This is an optimization exercise on Yosys and OpenROAD, whose aim is small area, a short achievable clock period and few clock cycles per item, not a production implementation.
Only simulation tests tie the RTL to the original design; equivalence was not proved.

// mdct_resonator_bank
module mdct_resonator_bank #(
    parameter int DW   = 32,
    parameter int CW   = 16,
    parameter int FRAC = 14,
    parameter int NCH  = 4,
    parameter int SAT  = 1,
    parameter int LW   = 16,
    localparam int CHW = (NCH > 1) ? $clog2(NCH) : 1
) (
    input  logic              clk_in,
    input  logic              rst_sys,
    input  logic              start,
    input  logic              abort,
    input  logic [LW-1:0]     frame_len,
    input  logic [NCH*CW-1:0] coef,
    input  logic [DW-1:0]     init_s1,
    input  logic [DW-1:0]     init_s2,
    input  logic              s_valid,
    output logic              s_ready,
    input  logic [DW-1:0]     s_data,
    output logic              m_valid,
    input  logic              m_ready,
    output logic [DW-1:0]     m_data,
    output logic [CHW-1:0]    m_chan,
    output logic              m_last,
    output logic              busy,
    output logic              done
);
    localparam logic [2:0] S_IDLE  = 3'd0;
    localparam logic [2:0] S_P0F   = 3'd1;
    localparam logic [2:0] S_P0    = 3'd2;
    localparam logic [2:0] S_WAIT  = 3'd3;
    localparam logic [2:0] S_P1    = 3'd4;
    localparam logic [2:0] S_FLUSH = 3'd5;
    localparam logic [2:0] S_DRAIN = 3'd6;
  ...
Size in the first run: ~4000 cells after synthesis, ~44000 um^2 of cells after synthesis.
Settings: LEC_CHECK=0, CAP_MARGIN=20, CORE_MARGIN=2, CORE_UTILIZATION=70, CTS_BUF_LIST=sky130_fd_sc_hd__clkbuf_4 sky130_fd_sc_hd__clkbuf_8, SLEW_MARGIN=20; clock period 13.0 ns.
standard.sh (not shown) runs the stock make flow with config.mk's settings and CLKGATE_MAP_FILE= SYNTH_SCRIPT=/design/flow/synth_recipe.tcl, a recipe that flattens the netlist after the stock synthesis.
==> flow/flow/run.sh <==
#!/bin/bash
# Own layout flow: the standard flow (standard.sh) with two changes.
# 1. After the standard synthesis (unchanged), fapol.py removes the inverters
#    that adder extraction left between full-adder cells, by choosing which
#    full adders compute on complemented signals (a full adder is self-dual).
#    Registers and ports are untouched; the logic function is the same.
# 2. repair_timing is asked for a larger setup margin, so that the layout is
#    timed tighter than the 13 ns constraint demands, and the ports get plain
#    buffers. The SDC is not changed.
set -euo pipefail
source flow/params.sh
R=$PWD/orfs/results/sky130hd/mdct_resonator_bank/base
bash standard.sh synth > synth.log 2>&1
cp $R/1_2_yosys.v $R/1_2_yosys.std.v
python3 flow/fapol.py $R/1_2_yosys.std.v $R/1_2_yosys.fapol.v > fapol.log 2>&1
cp $R/1_2_yosys.fapol.v $R/1_2_yosys.v
rm -f $R/1_synth.odb $R/1_synth.sdc
bash standard.sh SETUP_SLACK_MARGIN=$MARGIN "BUFFER_PORTS_ARGS=-buffer_cell $PORTBUF" finish > standard.log 2>&1
==> flow/flow/params.sh <==
MARGIN=9.15
PORTBUF=sky130_fd_sc_hd__buf_1
Other scripts of this flow, unchanged in this note and not shown: flow/flow/fapol.py
The starting point passed the timing, DRC and antenna checks.
Testbench counts at the start, summed over its fixed seeds: cycles 9,680, samples 4,452.
==> next run, changes <==
CORE_UTILIZATION = 65   (was 70)
CTS_BUF_LIST = sky130_fd_sc_hd__clkbuf_8 sky130_fd_sc_hd__clkbuf_16   (was sky130_fd_sc_hd__clkbuf_4 sky130_fd_sc_hd__clkbuf_8)
CTS_CLUSTER_DIAMETER = 80   (was default)
CTS_CLUSTER_SIZE = 20   (was default)
The new run ran to the end with no violations.
Setup slack loses 0.11 ns.
Via count shrinks by 2.5%.
Worst hold slack gets better by 0.010 ns.
Routed wire length shrinks by 1.4%.
First-iteration DRC count drops by 14%.
Sequential cell count does not change.
==> next run, changes <==
==> flow/flow/params.sh (replaced) <==
MARGIN=9.25
PORTBUF=sky130_fd_sc_hd__buf_1
CORE_UTILIZATION = 70   (was 65)
Synthesized area is unchanged.
Final area increases by 1.2%.
Via count increases by 2.4%.
Clock-buffer cell count decreases by 3.
Clock skew decreases by 0.010 ns.
Setup slack improves by 0.034 ns.
Sequential share of layout area is about the same.
Die area decreases by 7.0%.
Register-to-register slack improves by 0.10 ns.
Routed wire length increases by 2.6%.
==> next run, changes <==
==> flow/flow/params.sh (replaced) <==
MARGIN=9.15
PORTBUF=sky130_fd_sc_hd__buf_1
CORE_UTILIZATION = 75   (was 70)
Outcome:
- design area decreases slightly
- worst hold slack is worse by 0.023 ns
- sequential share of layout area barely changes
- via count barely changes
- setup slack loses 0.047 ns
==> next run, changes <==
==> flow/flow/params.sh (replaced) <==
MARGIN=9.1
PORTBUF=sky130_fd_sc_hd__buf_1
CORE_UTILIZATION = 70   (was 75)
Final cell count increases by about 1.2%.
Design area decreases by about 0.56%.
Maximum frequency increases by 0.53%.
Clock skew stays flat.
Setup slack gets better by 0.021 ns.
Synthesized area does not change.
Utilization decreases by 5.8 points.
Global-route usage decreases by 2.2 points.
==> next run, changes <==
==> flow/flow/params.sh (replaced) <==
MARGIN=9.15
PORTBUF=sky130_fd_sc_hd__buf_1
TNS_END_PERCENT = 50   (was default)
What happened:
- global-route usage goes down by 0.24 points
- via count drops by about 0.75%
- sequential cell count stays the same
- design area is about the same

what the ideal ports hide:
The flow's constraints put no driver on any port. The routed layouts listed below were extracted and timed again, unchanged, in two steps.
Step 1 assumes that a clkbuf_16 drives the clock port and a buf_2 every other input.
Step 2, shift: input delay + t, output delay - t, t = (earliest + latest rising clock arrival at the registers) / 2. This alone moves slack from input paths to output paths.
Slacks: no drivers / after step 1 / after step 2; pairs: no drivers / after step 1.
| run | t (ns) | setup slack, ns | worst setup path at the end | latest minus earliest clock arrival (ns) | worst data-port slew with drivers (ns) |
|---|---|---|---|---|---|
| the first run | 0.770 | 9.107 / 9.066 / 8.370 | input to register | 0.069 / 0.070 | 0.15 |
| the second run | 0.651 | 9.001 / 9.008 / 8.357 | input to register | 0.042 / 0.043 | 0.17 |
| the third run | 0.698 | 9.035 / 9.043 / 8.345 | input to register | 0.038 / 0.037 | 0.14 |
| the fourth run | 0.649 | 8.988 / 8.999 / 8.349 | input to register | 0.040 / 0.039 | 0.15 |
| the fifth run | 0.645 | 9.009 / 9.008 / 8.364 | input to register | 0.039 / 0.039 | 0.15 |
| the sixth run | 0.643 | 9.014 / 9.026 / 8.383 | input to register | 0.054 / 0.054 | 0.15 |
After both steps every run listed still meets setup and hold. For the first run, which loses most, drivers alone change the setup slack by -0.041 ns; drivers and shift together by -0.737 ns.
